Source: an optimization exercise on an open RTL-to-GDS flow (aim: small area and a short achievable clock period). Production flows keep margins and buffers that such runs may drop.
Function was checked by simulation only, so behaviour that the tests miss may differ from the original.
No activity file was given, so power comes from the tool's default toggle rates.

==> exp/maple: inputs <==
==> flow/design.v (excerpt) <==
module mem_wb_stage_param #(
    parameter int DATA_W   = 32,
    parameter int ADDR_W   = 7,
    parameter int REG_W    = 5,
    parameter int READ_LAT = 3
) (
    input  logic              clk,
    input  logic              reset,
    input  logic              valid_MEM,
    input  logic              MemRead_MEM,
    input  logic              MemWrite_MEM,
    input  logic              ByteOp_MEM,
    input  logic              Unsigned_MEM,
    input  logic              ResultSrc_MEM,
    input  logic              RegWrite_MEM,
    input  logic [REG_W-1:0]  rd_MEM,
    input  logic [DATA_W-1:0] alu_result_MEM,
    input  logic [DATA_W-1:0] write_data_MEM,
    output logic              stall_MEM,
    output logic [DATA_W-1:0] mem_data_WB,
    output logic [DATA_W-1:0] alu_result_WB,
    output logic              ResultSrc_WB,
    output logic              RegWrite_WB,
    output logic              valid_WB,
    output logic [REG_W-1:0]  rd_WB
);
    localparam int DEPTH = 1 << ADDR_W;
    logic              is_store, is_load;
    logic [ADDR_W-1:0] addr;
    logic              phase;
    logic              w1, w0;           
    assign addr     = alu_result_MEM[ADDR_W-1:0];
    assign is_store = valid_MEM & MemWrite_MEM;
    assign is_load  = valid_MEM & MemRead_MEM & ~MemWrite_MEM;
    always_ff @(posedge clk) phase <= ~phase;
    logic              st_lo_q, st_hi_q;    
    logic [DATA_W-1:0] wd_q;
    logic [DEPTH-1:0]  wsel;                
    logic [DATA_W-1:0] n_col;               
    always_ff @(posedge clk) begin
        st_lo_q <= is_store;
        st_hi_q <= is_store & ~ByteOp_MEM;
        wd_q    <= write_data_MEM;
    end
    always_comb begin
        for (int b = 0; b < DATA_W; b++)
  ...
==> module mem_wb_stage_param, before the edit <==
module mem_wb_stage_param #(
    parameter int DATA_W   = 32,
    parameter int ADDR_W   = 7,
    parameter int REG_W    = 5,
    parameter int READ_LAT = 3
) (
    input  logic              clk,
    input  logic              reset,
    input  logic              valid_MEM,
    input  logic              MemRead_MEM,
    input  logic              MemWrite_MEM,
    input  logic              ByteOp_MEM,
    input  logic              Unsigned_MEM,
    input  logic              ResultSrc_MEM,
    input  logic              RegWrite_MEM,
    input  logic [REG_W-1:0]  rd_MEM,
    input  logic [DATA_W-1:0] alu_result_MEM,
    input  logic [DATA_W-1:0] write_data_MEM,
    output logic              stall_MEM,
    output logic [DATA_W-1:0] mem_data_WB,
    output logic [DATA_W-1:0] alu_result_WB,
    output logic              ResultSrc_WB,
    output logic              RegWrite_WB,
    output logic              valid_WB,
    output logic [REG_W-1:0]  rd_WB
);
    localparam int DEPTH = 1 << ADDR_W;
    logic              is_store, is_load;
    logic [ADDR_W-1:0] addr;
    logic              phase;
    logic              w1, w0;           
    assign addr     = alu_result_MEM[ADDR_W-1:0];
    assign is_store = valid_MEM & MemWrite_MEM;
    assign is_load  = valid_MEM & MemRead_MEM & ~MemWrite_MEM;
    always_ff @(posedge clk) phase <= ~phase;
    logic              st_lo_q, st_hi_q;    
    logic [DATA_W-1:0] wd_q;
    logic [DEPTH-1:0]  wsel;                
    logic [DATA_W-1:0] n_col;               
    always_ff @(posedge clk) begin
        st_lo_q <= is_store;
        st_hi_q <= is_store & ~ByteOp_MEM;
        wd_q    <= write_data_MEM;
    end
    always_comb begin
        for (int b = 0; b < DATA_W; b++)
            n_col[b] = ~(((b < 8) ? st_lo_q : st_hi_q) & (wd_q[b] ^ ~phase));
    end
    logic [DEPTH-1:0] sel_q, rsel;
    always_ff @(posedge clk) begin
        for (int r = 0; r < DEPTH; r++)
            sel_q[r] <= (addr == ADDR_W'(r));
    end
    assign wsel = sel_q;
    assign rsel = sel_q;
    logic [DATA_W*DEPTH-1:0] mem_q;
    genvar gr;
    generate
        for (gr = 0; gr < DEPTH; gr++) begin : g_row
            logic              a_lo, a_hi, nsel;
            logic [DATA_W-1:0] d;
            assign a_lo = wsel[gr] & st_lo_q;
            assign a_hi = wsel[gr] & st_hi_q;
            assign nsel = ~wsel[gr];
            mem_wb_wrow #(.W(DATA_W)) u_wrow (
                .q(mem_q[gr*DATA_W +: DATA_W]), .a_lo(a_lo), .a_hi(a_hi),
                .nsel(nsel), .n_col(n_col), .d(d));
            always_ff @(posedge clk)
                mem_q[gr*DATA_W +: DATA_W] <= d;
        end
    endgenerate
    localparam int NBANK = 4;
    localparam int BROWS = DEPTH / NBANK;       
    localparam int N3    = 10;                  
    localparam int N2    = 1;                   
    localparam int NGRP  = N3 + N2;
    logic [NBANK-1:0][NGRP-1:0][DATA_W-1:0] grp_n;   
    logic [NBANK-1:0][DATA_W-1:0]           bank_w, bank_q;
    genvar gk, gg;
    generate
        for (gk = 0; gk < NBANK; gk++) begin : g_bank
            for (gg = 0; gg < N3; gg++) begin : g_rd3
                localparam int R0 = gk * BROWS + 3 * gg;
                mem_wb_rd3 #(.W(DATA_W)) u_rd3 (
                    .d0(mem_q[R0*DATA_W +: DATA_W]),     .s0(rsel[R0]),
                    .d1(mem_q[(R0+1)*DATA_W +: DATA_W]), .s1(rsel[R0+1]),
                    .d2(mem_q[(R0+2)*DATA_W +: DATA_W]), .s2(rsel[R0+2]),
                    .y_n(grp_n[gk][gg]));
            end
            for (gg = 0; gg < N2; gg++) begin : g_rd2
                localparam int R0 = gk * BROWS + 3 * N3 + 2 * gg;
                mem_wb_rd2 #(.W(DATA_W)) u_rd2 (
                    .d0(mem_q[R0*DATA_W +: DATA_W]),     .s0(rsel[R0]),
                    .d1(mem_q[(R0+1)*DATA_W +: DATA_W]), .s1(rsel[R0+1]),
                    .y_n(grp_n[gk][N3+gg]));
            end
        end
    endgenerate
    always_comb begin
        for (int k = 0; k < NBANK; k++) begin
            bank_w[k] = '1;
            for (int g = 0; g < NGRP; g++)
                bank_w[k] = bank_w[k] & grp_n[k][g];
            bank_w[k] = ~bank_w[k];
        end
    end
    always_ff @(posedge clk) bank_q <= bank_w;
    logic [DATA_W-1:0] rword, rdata, load_data;
    always_comb begin
        rword = '0;
        for (int k = 0; k < NBANK; k++)
            rword = rword | bank_q[k];
    end
    assign rdata = rword ^ {DATA_W{~phase}};
    always_comb begin
        load_data = rdata;
        if (ByteOp_MEM)
            load_data = Unsigned_MEM ? DATA_W'(rdata[7:0]) : DATA_W'($signed(rdata[7:0]));
    end
    assign stall_MEM = w1 | (~w0 & is_load);
    always_ff @(posedge clk) begin
        if (reset) begin
            w1 <= 1'b0;
            w0 <= 1'b0;
        end else begin
            w1 <= ~w1 & ~w0 & is_load;
            w0 <= w1;
        end
    end
    always_ff @(posedge clk) begin
        if (reset) begin
            mem_data_WB   <= '0;
            alu_result_WB <= '0;
            ResultSrc_WB  <= 1'b0;
            RegWrite_WB   <= 1'b0;
            valid_WB      <= 1'b0;
            rd_WB         <= '0;
        end else if (stall_MEM) begin
            valid_WB    <= 1'b0;
            RegWrite_WB <= 1'b0;
        end else begin
            valid_WB      <= valid_MEM;
            RegWrite_WB   <= valid_MEM & RegWrite_MEM;
            ResultSrc_WB  <= ResultSrc_MEM;
            rd_WB         <= rd_MEM;
            alu_result_WB <= alu_result_MEM;
            if (is_load)
                mem_data_WB <= load_data;
        end
    end
endmodule
==> flow/config.mk <==
export PLATFORM = sky130hd
export DESIGN_NAME = mem_wb_stage_param
export DESIGN_NICKNAME = mem_wb_stage_param
export VERILOG_FILES = /design/flow/design.v
export SDC_FILE = /design/flow/constraint.sdc
export NUM_CORES = 4
export LEC_CHECK = 0
export CAP_MARGIN = 20
export CORE_MARGIN = 2
export CORE_UTILIZATION = 55
export CTS_CLUSTER_DIAMETER = 80
export CTS_CLUSTER_SIZE = 24
export SETUP_SLACK_MARGIN = 2.7
export SLEW_MARGIN = 20
export SYNTH_HIERARCHICAL = 1
export SYNTH_MINIMUM_KEEP_SIZE = 0
==> flow/constraint.sdc <==
create_clock -name core_clock -period 5.6 [get_ports {clk}]
set_input_delay 1.1200 -clock core_clock [delete_from_list [all_inputs] [get_ports {clk}]]
set_output_delay 1.1200 -clock core_clock [all_outputs]
set_load 0.01 [all_outputs]
standard.sh (not shown) runs the stock make flow with config.mk's settings and CLKGATE_MAP_FILE= SYNTH_SCRIPT=/design/flow/synth_recipe.tcl, a recipe that flattens the netlist after the stock synthesis.
==> flow/flow/run.sh <==
#!/bin/bash
# The standard layout, with real buffers on the ports (the platform default
# is a delay cell) and the resizer free to change a cell's footprint.
set -euo pipefail
bash standard.sh MATCH_CELL_FOOTPRINT=0 \
    'BUFFER_PORTS_ARGS=-buffer_cell sky130_fd_sc_hd__buf_4' finish > standard_flow.log 2>&1
==> exp/raven (differences from exp/maple) <==
--- a/flow/design.v
+++ b/flow/design.v
@@ -34,16 +34,15 @@
     assign is_load  = valid_MEM & MemRead_MEM & ~MemWrite_MEM;
     always_ff @(posedge clk) phase <= ~phase;
+    logic              st_lo, st_hi;
     logic              st_lo_q, st_hi_q;    
-    logic [DATA_W-1:0] wd_q;
     logic [DEPTH-1:0]  wsel;                
     logic [DATA_W-1:0] n_col;               
-    always_ff @(posedge clk) begin
-        st_lo_q <= is_store;
-        st_hi_q <= is_store & ~ByteOp_MEM;
-        wd_q    <= write_data_MEM;
-    end
-    always_comb begin
+    assign st_lo = is_store;
+    assign st_hi = is_store & ~ByteOp_MEM;
+    always_ff @(posedge clk) begin
+        st_lo_q <= st_lo;
+        st_hi_q <= st_hi;
         for (int b = 0; b < DATA_W; b++)
-            n_col[b] = ~(((b < 8) ? st_lo_q : st_hi_q) & (wd_q[b] ^ ~phase));
+            n_col[b] <= ~(((b < 8) ? st_lo : st_hi) & (write_data_MEM[b] ^ phase));
     end
     logic [DEPTH-1:0] sel_q, rsel;
@@ -118,5 +117,9 @@
             load_data = Unsigned_MEM ? DATA_W'(rdata[7:0]) : DATA_W'($signed(rdata[7:0]));
     end
-    assign stall_MEM = w1 | (~w0 & is_load);
+    logic stall;
+    assign stall = w1 | (~w0 & is_load);
+    mem_wb_stall u_stall_out (
+        .w1(w1), .w0(w0), .valid(valid_MEM), .rd(MemRead_MEM), .wr(MemWrite_MEM),
+        .stall(stall_MEM));
     always_ff @(posedge clk) begin
         if (reset) begin
@@ -136,5 +139,5 @@
             valid_WB      <= 1'b0;
             rd_WB         <= '0;
-        end else if (stall_MEM) begin
+        end else if (stall) begin
             valid_WB    <= 1'b0;
             RegWrite_WB <= 1'b0;
@@ -150,4 +153,14 @@
     end
 endmodule
+module mem_wb_stall (
+    input  logic w1,
+    input  logic w0,
+    input  logic valid,
+    input  logic rd,
+    input  logic wr,
+    output logic stall
+);
+    assign stall = w1 | (~w0 & valid & rd & ~wr);
+endmodule
 module mem_wb_wrow #(
     parameter int W = 32
==> flow/run.sh (new file) <==
#!/bin/bash
# synth_recipe.tcl (not shown) runs the flow's synth.tcl, then flattens the netlist and writes it again
# the make line also repeats each setting of config.mk as NAME=value (left out here)
make -C /OpenROAD-flow-scripts/flow DESIGN_CONFIG=/design/flow/config.mk WORK_HOME=/design/flow/orfs CLKGATE_MAP_FILE= SYNTH_SCRIPT=/design/flow/synth_recipe.tcl finish
Settings changed: CORE_UTILIZATION 55 to 65, CTS_CLUSTER_SIZE 24 to 27, SETUP_SLACK_MARGIN 2.7 to 2.85.
removed: flow/flow/run.sh
removed: flow/standard.sh
==> comparison table <==
metric                                                           exp/raven     exp/maple
Crit Path Max Fanout                                                    24            14
Initial DRC count                                                    22000         21000
Global placer's final weighted congestion                            0.939         0.903
Met1 WL                                                             191 mm        209 mm
Design Power                                                      52300 uW      53500 uW
Number of standard cells after synthesis                             12600         12600
Total global-route track usage                                       42.2%         37.9%
Count of cell types in the netlist                                      42            39
Drt pass-1 iters                                                        13            20
Number of filler instances in the final layout                       17100         22200
Die Ht                                                         479 microns   520 microns
Non-clock buffer instance count of the final layout                    482           570
Maximum clock frequency                                            349 MHz       330 MHz
Signal buf overhead                                                  2.94%         3.16%
Outcome                                           timing/DRC/antenna clean  timing/DRC/antenna clean
Internal reg-to-reg setup slack                                    2.73 ns       2.57 ns
Effective utilization at floorplan                                   65.3%         55.3%
Total area of multi-input combinational cells                 0.0468 sq mm  0.0471 sq mm
Transition at the pin with the smallest max-transition slack       1.23 ns       1.37 ns

-- port drivers added, routing unchanged --
The results above use ideal ports. As a check the final layouts listed here were re-extracted and re-timed, cells and wires unchanged.
Step 1, drivers: a clkbuf_16 drives clk and a buf_2 each remaining input, both assumed.
Step 2 times the ports against the registers' clock, not the clock port: input delays grow and output delays shrink by t, the midpoint of the rising clock arrivals with the driver on.
a / b / c = ideal ports / drivers / drivers and shift; a / b = the first two.
run	t (ns)	setup WS [ns]	cell pins on the clock port's net
exp/maple	0.986	2.568 / 2.568 / 2.490	1
exp/raven	0.968	2.734 / 2.668 / 1.826	1
After both steps setup and hold are still met in every run listed. For exp/raven, which loses most, drivers alone change the setup slack by -0.066 ns; drivers and shift together by -0.908 ns.
